Source: an optimization exercise on an open RTL-to-GDS flow (aim: small area and a short achievable clock period). Production flows keep margins and buffers that such runs may drop. In this exercise RTL edits were held to simulation tests only and were not proved equivalent to the original. Power and IR drop assume default switching activity.

==> inputs of build 41 <==
Design mips_core, start of the top module:
module mips_core
   (
      input  logic                  i_clock,
      input  logic                  i_arst_n,
      input  logic                  i_run,
      input  logic                  i_load_en,
      input  logic [PC_W-1:0]       i_load_addr,
      input  logic [INSTR_W-1:0]    i_load_data,
      output logic [PC_W-1:0]       o_pc,
      output logic                  o_halt,
      output logic                  o_wb_en,
      output logic [REG_ADDR_W-1:0] o_wb_reg,
      output logic [DATA_W-1:0]     o_wb_data
   );
   logic [PC_W-1:0]       pc;
   logic                  halted;
   logic                  cur_wr_en;
   logic [REG_ADDR_W-1:0] cur_wr_reg;
   logic [DATA_W-1:0]     cur_op_a;       
   logic [DATA_W-1:0]     cur_op_b;
   logic                  cur_sub;
   logic                  cur_sel_and;
   logic                  cur_sel_or;
   logic                  cur_sel_slt;
   logic                  cur_halt;
   logic [PC_W-1:0]       cur_next_pc;    
   logic [7:0]            cur_fetch_hi;   
   logic [7:0]            cur_fetch_lo;   
   logic              wr;
   logic [DATA_W-1:0] result;
   logic              result_zero;
   execute u_execute_1 (
      .i_op_ax   (cur_op_a),
      .i_op_b    (cur_op_b),
      .i_sub     (cur_sub),
      .i_sel_and (cur_sel_and),
      .i_sel_or  (cur_sel_or),
      .i_sel_slt (cur_sel_slt),
      .o_result  (result)
   );
   assign wr          = cur_wr_en && i_run;
   assign result_zero = (result == '0);
   assign o_pc      = pc;
   assign o_halt    = halted;
   assign o_wb_en   = wr;
   assign o_wb_reg  = cur_wr_reg;
   assign o_wb_data = result;
   always_ff @(posedge i_clock or negedge i_arst_n) begin
      if (!i_arst_n) begin
         pc     <= '0;
         halted <= 1'b0;
      end else if (i_run) begin
         pc <= cur_next_pc;
         if (cur_halt) begin
            halted <= 1'b1;
         end
      end
   end
  ...
==> flow/config.mk <==
export PLATFORM = sky130hd
export DESIGN_NAME = mips_core
export DESIGN_NICKNAME = mips_core
export VERILOG_FILES = /design/flow/design.v
export SDC_FILE = /design/flow/constraint.sdc
export NUM_CORES = 8
export LEC_CHECK = 0
export CAP_MARGIN = 20
export CORE_MARGIN = 2
export CORE_UTILIZATION = 45
export CTS_CLUSTER_DIAMETER = 60
export CTS_CLUSTER_SIZE = 20
export SETUP_SLACK_MARGIN = 3
export SLEW_MARGIN = 20
export SYNTH_HIERARCHICAL = 1
export SYNTH_MINIMUM_KEEP_SIZE = 0
==> flow/constraint.sdc <==
create_clock -name core_clock -period 12.5 [get_ports {i_clock}]
set_input_delay 2.5000 -clock core_clock [delete_from_list [all_inputs] [get_ports {i_clock}]]
set_output_delay 2.5000 -clock core_clock [all_outputs]
set_load 0.01 [all_outputs]
standard.sh (not shown) runs the stock make flow with config.mk's settings and CLKGATE_MAP_FILE= SYNTH_SCRIPT=/design/flow/synth_recipe.tcl, a recipe that flattens the netlist after the stock synthesis.
==> flow/flow/run.sh <==
#!/bin/bash
# Layout flow: the standard flow (standard.sh) with two changes made for
# timing, not for what is measured:
#  - the setup margin that timing repair aims for is raised, so the resizer
#    keeps shortening the critical paths below the clock period;
#  - ports are buffered with sky130_fd_sc_hd__buf_4 instead of the default
#    cell, so that repair can size them like any other buffer.
# The synthesis is the standard one. Each step's output goes to its own log
# in this folder (ORFS also keeps its per-stage logs under orfs/logs).
set -euo pipefail
MARGIN=7
bash standard.sh synth > log_synth.txt 2>&1
sed -e "s/SETUP_SLACK_MARGIN=[^ ]*/SETUP_SLACK_MARGIN=${MARGIN}/" standard.sh > layout.sh
export BUFFER_PORTS_ARGS="-buffer_cell sky130_fd_sc_hd__buf_4"
bash layout.sh floorplan > log_floorplan.txt 2>&1
bash layout.sh place > log_place.txt 2>&1
bash layout.sh cts > log_cts.txt 2>&1
bash layout.sh route > log_route.txt 2>&1
bash layout.sh finish > log_finish.txt 2>&1
==> trial 82 (differences from build 41) <==
--- a/flow/design.v
+++ b/flow/design.v
@@ -24,24 +24,30 @@
    localparam logic [2:0] CL_BEQZ = 3'd6;
    localparam logic [2:0] CL_HALT = 3'd7;
 endpackage
 module cell_ao22 (input logic a0, b0, a1, b1, output logic y);
    assign y = (a0 & b0) | (a1 & b1);
 endmodule
+module cell_aoi22 (input logic a0, b0, a1, b1, output logic y);
+   assign y = ~((a0 & b0) | (a1 & b1));
+endmodule
 module cell_aoi222 (input logic a0, b0, a1, b1, a2, b2, output logic y);
    assign y = ~((a0 & b0) | (a1 & b1) | (a2 & b2));
 endmodule
 module cell_nand2 (input logic a, b, output logic y);
    assign y = ~(a & b);
 endmodule
 module cell_nand3 (input logic a, b, c, output logic y);
    assign y = ~(a & b & c);
 endmodule
 module cell_nand4 (input logic a, b, c, d, output logic y);
    assign y = ~(a & b & c & d);
 endmodule
+module cell_and2 (input logic a, b, output logic y);
+   assign y = a & b;
+endmodule
 module cell_nor2 (input logic a, b, output logic y);
    assign y = ~(a | b);
 endmodule
 module cell_inv (input logic a, output logic y);
    assign y = ~a;
 endmodule
@@ -106,26 +112,26 @@
    cell_nand3 u_q5 (.a(p[19]), .b(p[20]), .c(p[21]), .y(q[5]));
    cell_nor2  u_r0 (.a(q[0]), .b(q[1]), .y(r[0]));
    cell_nor2  u_r1 (.a(q[2]), .b(q[3]), .y(r[1]));
    cell_nor2  u_r2 (.a(q[4]), .b(q[5]), .y(r[2]));
    cell_nand3 u_y  (.a(r[0]), .b(r[1]), .c(r[2]), .y(o_y));
 endmodule
-module read31
+module read32
    (
-      input  logic [30:0] i_data,
-      input  logic [30:0] i_sel,
+      input  logic [31:0] i_data,
+      input  logic [31:0] i_sel,
       output logic        o_y
    );
    logic [10:0] p;
    logic [2:0]  q;
    for (genvar k = 0; k < 10; k++) begin : g_t
       cell_aoi222 u_t (.a0(i_sel[3*k]),   .b0(i_data[3*k]),
                        .a1(i_sel[3*k+1]), .b1(i_data[3*k+1]),
                        .a2(i_sel[3*k+2]), .b2(i_data[3*k+2]), .y(p[k]));
    end
-   cell_nand2 u_t10 (.a(i_sel[30]), .b(i_data[30]), .y(p[10]));
+   cell_aoi22 u_t10 (.a0(i_sel[30]), .b0(i_data[30]), .a1(i_sel[31]), .b1(i_data[31]), .y(p[10]));
    cell_nand4 u_q0 (.a(p[0]), .b(p[1]), .c(p[2]),  .d(p[3]), .y(q[0]));
    cell_nand4 u_q1 (.a(p[4]), .b(p[5]), .c(p[6]),  .d(p[7]), .y(q[1]));
    cell_nand3 u_q2 (.a(p[8]), .b(p[9]), .c(p[10]), .y(q[2]));
    cell_or3   u_y  (.a(q[0]), .b(q[1]), .c(q[2]), .y(o_y));
 endmodule
 `timescale 1ns/10ps
@@ -249,12 +255,13 @@
       input  logic                  i_clock,
       input  logic                  i_arst_n,
       input  logic                  i_we,
       input  logic [REG_ADDR_W-1:0] i_waddr,
       input  logic [DATA_W-1:0]     i_wdata,
       input  logic                  i_wnonzero,
+      input  logic                  i_fwd_en,    
       input  logic [REG_ADDR_W-1:0] i_raddr_a,
       input  logic [REG_ADDR_W-1:0] i_raddr_b,
       output logic [DATA_W-1:0]     o_rdata_a,
       output logic [DATA_W-1:0]     o_rdata_b,
       output logic                  o_rzero_a
    );
@@ -262,18 +269,22 @@
    logic [N-1:0][DATA_W-1:0] regs;
    logic [N-1:0]             nonzero;
    logic [N-1:0]             row_we;
    logic [N-1:0]             row_keep;
    logic [N-1:0]             sel_a;
    logic [N-1:0]             sel_b;
+   logic                     fwd_a;
+   logic                     fwd_b;
+   assign fwd_a = i_fwd_en && (i_waddr == i_raddr_a) && (i_raddr_a != '0);
+   assign fwd_b = i_fwd_en && (i_waddr == i_raddr_b) && (i_raddr_b != '0);
    always_comb begin
       for (int r = 0; r < N; r++) begin
          row_we[r]   = i_we && (i_waddr == r + 1);
          row_keep[r] = !row_we[r];
-         sel_a[r]    = (i_raddr_a == r + 1) && nonzero[r];
-         sel_b[r]    = (i_raddr_b == r + 1) && nonzero[r];
+         sel_a[r]    = (i_raddr_a == r + 1) && nonzero[r] && !row_we[r];
+         sel_b[r]    = (i_raddr_b == r + 1) && nonzero[r] && !row_we[r];
       end
    end
    always_ff @(posedge i_clock or negedge i_arst_n) begin
       if (!i_arst_n) begin
          nonzero <= '0;
       end else begin
@@ -297,59 +308,47 @@
    end
    for (genvar b = 0; b < DATA_W; b++) begin : g_read
       logic [N-1:0] column;
       for (genvar r = 0; r < N; r++) begin : g_col
          assign column[r] = regs[r][b];
       end
-      read31 u_read_a (.i_data(column), .i_sel(sel_a), .o_y(o_rdata_a[b]));
-      read31 u_read_b (.i_data(column), .i_sel(sel_b), .o_y(o_rdata_b[b]));
+      read32 u_read_a (.i_data({i_wdata[b], column}), .i_sel({fwd_a, sel_a}), .o_y(o_rdata_a[b]));
+      read32 u_read_b (.i_data({i_wdata[b], column}), .i_sel({fwd_b, sel_b}), .o_y(o_rdata_b[b]));
    end
-   assign o_rzero_a = !(|sel_a);
+   logic [NUM_REGS-1:0] nonzero_0;
+   assign nonzero_0 = {nonzero, 1'b0};
+   assign o_rzero_a = fwd_a ? !i_wnonzero : !nonzero_0[i_raddr_a];
 endmodule
 `timescale 1ns/10ps
 import mips_pkg::*;
 module instr_decode
    (
-      input  logic [REG_ADDR_W-1:0] i_reg_a,
-      input  logic [REG_ADDR_W-1:0] i_reg_b,
       input  logic [DATA_W-1:0]     i_rdata_a,
       input  logic [DATA_W-1:0]     i_rdata_b,
-      input  logic                  i_rzero_a,
-      input  logic                  i_fwd_en,
-      input  logic [REG_ADDR_W-1:0] i_fwd_reg,
-      input  logic [DATA_W-1:0]     i_fwd_data,
-      input  logic                  i_fwd_zero,
       input  logic                  i_use_imm,
       input  logic                  i_sub,
       input  logic [IMM_W-1:0]      i_immediate,
       output logic [DATA_W-1:0]     o_op_a,
-      output logic [DATA_W-1:0]     o_op_b,
-      output logic                  o_a_zero
+      output logic [DATA_W-1:0]     o_op_b
    );
-   logic fwd_a;
-   logic fwd_b;
-   logic [DATA_W-1:0] data_b;
-   assign fwd_a = i_fwd_en && (i_fwd_reg == i_reg_a);
-   assign fwd_b = i_fwd_en && (i_fwd_reg == i_reg_b);
-   assign o_op_a   = (fwd_a ? i_fwd_data : i_rdata_a) ^ {DATA_W{i_sub}};
-   assign o_a_zero = fwd_a ? i_fwd_zero : i_rzero_a;
-   assign data_b   = fwd_b ? i_fwd_data : i_rdata_b;
-   assign o_op_b   = i_use_imm ? {{(DATA_W-IMM_W){i_immediate[IMM_W-1]}}, i_immediate}
-                               : data_b;
+   assign o_op_a = i_rdata_a ^ {DATA_W{i_sub}};
+   assign o_op_b = i_use_imm ? {{(DATA_W-IMM_W){i_immediate[IMM_W-1]}}, i_immediate}
+                             : i_rdata_b;
 endmodule
 `timescale 1ns/10ps
 import mips_pkg::*;
 module execute
    (
       input  logic [DATA_W-1:0] i_op_ax,
       input  logic [DATA_W-1:0] i_op_b,
       input  logic              i_sub,
       input  logic              i_sel_and,
       input  logic              i_sel_or,
       input  logic              i_sel_slt,
-      output logic [DATA_W-1:0] o_result
+      output logic [DATA_W-1:0] o_result,
+      output logic [DATA_W-1:0] o_result_port    
    );
    localparam int N      = DATA_W;
    localparam int LEVELS = 5;    
    logic [N-1:0] g [0:LEVELS];
    logic [N-1:0] t [0:LEVELS];
    logic [N-1:0] p;
@@ -410,15 +409,17 @@
    logic or0_n;
    cell_nor2  u_or0  (.a(a_x[0]), .b(i_op_b[0]), .y(or0_n));
    cell_oai22 u_l0   (.a1(nsel_and), .a2(g[0][0]), .b1(nsel_or), .b2(or0_n), .y(logic_r[0]));
    assign early0 = (sel_arith && p[0]) || logic_r[0] ||
                    (i_sel_slt && p[N-1] && (a_x[N-1] ^ i_sub));
    cell_a21o  u_r0   (.a1(slt_carry), .a2(carry[N-1]), .b1(early0), .y(o_result[0]));
+   cell_a21o  u_o0   (.a1(slt_carry), .a2(carry[N-1]), .b1(early0), .y(o_result_port[0]));
    for (genvar i = 1; i < N; i++) begin : g_res
       cell_oai22 u_l (.a1(nsel_and), .a2(g[0][i]), .b1(nsel_or), .b2(t[0][i]), .y(logic_r[i]));
       cell_a21o  u_r (.a1(sum[i]), .a2(sel_arith), .b1(logic_r[i]), .y(o_result[i]));
+      cell_a21o  u_o (.a1(sum[i]), .a2(sel_arith), .b1(logic_r[i]), .y(o_result_port[i]));
    end
 endmodule
 `timescale 1ns/10ps
 import mips_pkg::*;
 module mips_core
    (
@@ -447,29 +448,31 @@
    logic                  cur_halt;
    logic [PC_W-1:0]       cur_next_pc;    
    logic [7:0]            cur_fetch_hi;   
    logic [7:0]            cur_fetch_lo;   
    logic              wr;
    logic [DATA_W-1:0] result;
+   logic [DATA_W-1:0] result_port;
    logic              result_zero;
    execute u_execute_1 (
       .i_op_ax   (cur_op_a),
       .i_op_b    (cur_op_b),
       .i_sub     (cur_sub),
       .i_sel_and (cur_sel_and),
       .i_sel_or  (cur_sel_or),
       .i_sel_slt (cur_sel_slt),
-      .o_result  (result)
+      .o_result      (result),
+      .o_result_port (result_port)
    );
    assign wr          = cur_wr_en && i_run;
    assign result_zero = (result == '0);
    assign o_pc      = pc;
    assign o_halt    = halted;
    assign o_wb_en   = wr;
    assign o_wb_reg  = cur_wr_reg;
-   assign o_wb_data = result;
+   assign o_wb_data = result_port;
    always_ff @(posedge i_clock or negedge i_arst_n) begin
       if (!i_arst_n) begin
          pc     <= '0;
          halted <= 1'b0;
       end else if (i_run) begin
          pc <= cur_next_pc;
@@ -508,12 +511,13 @@
       .i_clock    (i_clock),
       .i_arst_n   (i_arst_n),
       .i_we       (wr),
       .i_waddr    (cur_wr_reg),
       .i_wdata    (result),
       .i_wnonzero (!result_zero),
+      .i_fwd_en   (wr && i_arst_n),
       .i_raddr_a  (rd_reg_a),
       .i_raddr_b  (rd_reg_b),
       .o_rdata_a  (rdata_a),
       .o_rdata_b  (rdata_b),
       .o_rzero_a  (rzero_a)
    );
@@ -563,51 +567,58 @@
       .o_sel_or      (nxt_sel_or),
       .o_sel_slt     (nxt_sel_slt),
       .o_branch      (nxt_branch),
       .o_halt        (nxt_halt)
    );
    instr_decode u_instr_decode_1 (
-      .i_reg_a     (rd_reg_a),
-      .i_reg_b     (rd_reg_b),
       .i_rdata_a   (rdata_a),
       .i_rdata_b   (rdata_b),
-      .i_rzero_a   (rzero_a),
-      .i_fwd_en    (wr && i_arst_n && (cur_wr_reg != '0)),
-      .i_fwd_reg   (cur_wr_reg),
-      .i_fwd_data  (result),
-      .i_fwd_zero  (result_zero),
       .i_use_imm   (nxt_use_imm),
       .i_sub       (nxt_sub),
       .i_immediate (nxt_imm),
       .o_op_a      (nxt_op_a),
-      .o_op_b      (nxt_op_b),
-      .o_a_zero    (nxt_a_zero)
+      .o_op_b      (nxt_op_b)
    );
+   assign nxt_a_zero = rzero_a;
    assign nxt_pc_plus1 = nxt_pc + 1'b1;
+   logic [PC_W-1:0] seq_pc;
+   logic [PC_W-1:0] tgt_pc;
+   logic            taken;
+   logic [21:0]     seq_code;    
+   logic [21:0]     tgt_code;
+   logic [21:0]     nxt_code;
+   assign seq_pc = nxt_halt ? nxt_pc : nxt_pc_plus1;
+   assign tgt_pc = nxt_pc_plus1 + nxt_imm[PC_W-1:0];
    always_comb begin
-      if (nxt_halt) begin
-         nxt_next_pc = nxt_pc;
-      end else if (nxt_branch && nxt_a_zero) begin
-         nxt_next_pc = nxt_pc_plus1 + nxt_imm[PC_W-1:0];
-      end else begin
-         nxt_next_pc = nxt_pc_plus1;
-      end
-   end
-   always_ff @(posedge i_clock) begin
-      if (update) begin
-         cur_wr_en   <= nxt_wr_en;
-         cur_wr_reg  <= nxt_wr_reg;
-         cur_op_a    <= nxt_op_a;
-         cur_op_b    <= nxt_op_b;
-         cur_sub     <= nxt_sub;
-         cur_sel_and <= nxt_sel_and;
-         cur_sel_or  <= nxt_sel_or;
-         cur_sel_slt <= nxt_sel_slt;
-         cur_halt    <= nxt_halt;
-         cur_next_pc <= nxt_next_pc;
-         for (int i = 0; i < 8; i++) begin
-            cur_fetch_hi[i] <= (nxt_next_pc[5:3] == i);
-            cur_fetch_lo[i] <= (nxt_next_pc[2:0] == i);
-         end
-      end
+      for (int i = 0; i < 8; i++) begin
+         seq_code[i]     = (seq_pc[2:0] == i);
+         seq_code[8 + i] = (seq_pc[5:3] == i);
+         tgt_code[i]     = (tgt_pc[2:0] == i);
+         tgt_code[8 + i] = (tgt_pc[5:3] == i);
+      end
+      seq_code[21:16] = seq_pc;
+      tgt_code[21:16] = tgt_pc;
+   end
+   cell_and2 u_taken (.a(nxt_branch), .b(nxt_a_zero), .y(taken));
+   for (genvar i = 0; i < 22; i++) begin : g_next
+      cell_mux2 u_sel (.a0(seq_code[i]), .a1(tgt_code[i]), .s(taken), .y(nxt_code[i]));
+   end
+   assign nxt_next_pc = nxt_code[21:16];
+   localparam int STATE_W = 1 + REG_ADDR_W + 2*DATA_W + 5 + PC_W + 16;
+   logic [STATE_W-1:0] nxt_state;
+   logic [STATE_W-1:0] cur_state;
+   logic               keep;
+   assign nxt_state = {nxt_wr_en, nxt_wr_reg, nxt_op_a, nxt_op_b, nxt_sub, nxt_sel_and,
+                       nxt_sel_or, nxt_sel_slt, nxt_halt, nxt_next_pc, nxt_code[15:0]};
+   assign {cur_wr_en, cur_wr_reg, cur_op_a, cur_op_b, cur_sub, cur_sel_and,
+           cur_sel_or, cur_sel_slt, cur_halt, cur_next_pc, cur_fetch_hi, cur_fetch_lo} = cur_state;
+   assign keep = !update;
+   for (genvar i = 0; i < STATE_W; i++) begin : g_state
+      store_bit u_bit (
+         .i_clock (i_clock),
+         .i_we    (update),
+         .i_keep  (keep),
+         .i_data  (nxt_state[i]),
+         .o_q     (cur_state[i])
+      );
    end
 endmodule
==> out/results.ini <==
[critical_path]
critical-path-max-stage-delay_ns=0.71
timing.rr.end=g_state[82].u_bit.o_q$_DFF_P_
source_of_the_critical_timing_path=g_state[1].u_bit.o_q$_DFF_P_

[sta]
max_slew_margin=0.1696

[min_path]
worst_case_hold_path_end_point=u_instr_fetch_1.g_word[58].g_bit[20].u_bit.o_q$_DFF_P_
hold_path_startpoint=u_instr_fetch_1.g_word[58].g_bit[20].u_bit.o_q$_DFF_P_

[power_and_ir_drop]
pwr-share-seq=0.518
power.switching_uw=5312

[global_routing]
grt_use_met2=0.5702
gr-usage-met1=0.4793

[clock_network]
clk_slew_on_worst_s_h_paths_ns=0.08

[floorplanning]
die_area_um2=244300
placementRows=179

[detailed_routing]
met1Wirelength_um=182700

[run_status]
outcome=timing/DRC/antenna clean

[cells_and_area]
post_route_cells_drive_above_1_share=0.1687
finalInstanceArea_um2=127000

the above is filed under trial 82

==> out/results.ini <==
[min_path]
hold_path_startpoint=u_instr_fetch_1.g_word[55].g_bit[19].u_bit.o_q$_DFF_P_
worst_case_hold_path_end_point=u_instr_fetch_1.g_word[55].g_bit[19].u_bit.o_q$_DFF_P_

[sta]
final.setup.worst_slack_ns=6.664

[cells_and_area]
post_route_cells_drive_above_1_share=0.1682
n_sequential_cell=2855
buffers=756
finalInstanceArea_um2=129000
fraction_of_standard_cell_area_in_multi_input_logic=0.3966

[detailed_routing]
met1Wirelength_um=208600

[critical_path]
source_of_the_critical_timing_path=cur_fetch_lo[6]$_DFFE_PP_
worst_ep_arrival_time_ns=6.47
worst_ep_required_time_ns=13.13
timing.rr.end=cur_op_a[17]$_DFFE_PP_
critical-path-max-stage-delay_ns=0.68

[global_routing]
grt_use_met2=0.5187

[floorplanning]
placementRows=180
die_area_um2=244900

[placed_design]
placed_cell_area_um2=115200

[power_and_ir_drop]
pwr-share-seq=0.430
power.switching_uw=10790

[clock_network]
clk_slew_on_worst_s_h_paths_ns=0.09

[run_status]
outcome=timing/DRC/antenna clean

the above is filed under build 41

afterwards: timing with drivers on the ports:
The flow's constraints put no driver on any port. The routed layouts listed below were extracted and timed again, unchanged, in two steps.
Step 1 (the two cells are an assumption about what drives the block):
set clk [get_ports {i_clock}]
set_driving_cell -lib_cell sky130_fd_sc_hd__clkbuf_16 $clk
set_driving_cell -lib_cell sky130_fd_sc_hd__buf_2 [delete_from_list [all_inputs] $clk]
Step 2 also shifts input and output timing later by t, the mid clock arrival at the registers, as if the neighbouring blocks saw the same clock.
Slacks: no drivers / after step 1 / after step 2; pairs: no drivers / after step 1.
run	shift t [ns]	slack for setup (ns)	worst setup path at the end	worst register clock-pin slew, ns	worst data-port slew with drivers (ns)
build 41	1.010	6.664 / 6.613 / 5.693	input to register	0.09 / 0.09	0.24
trial 82	0.986	6.614 / 6.614 / 5.812	input to register	0.09 / 0.09	0.19
After both steps every run listed still meets setup and hold. The setup slack of build 41, which loses most, moves by -0.051 ns with the drivers and by -0.971 ns with both steps.
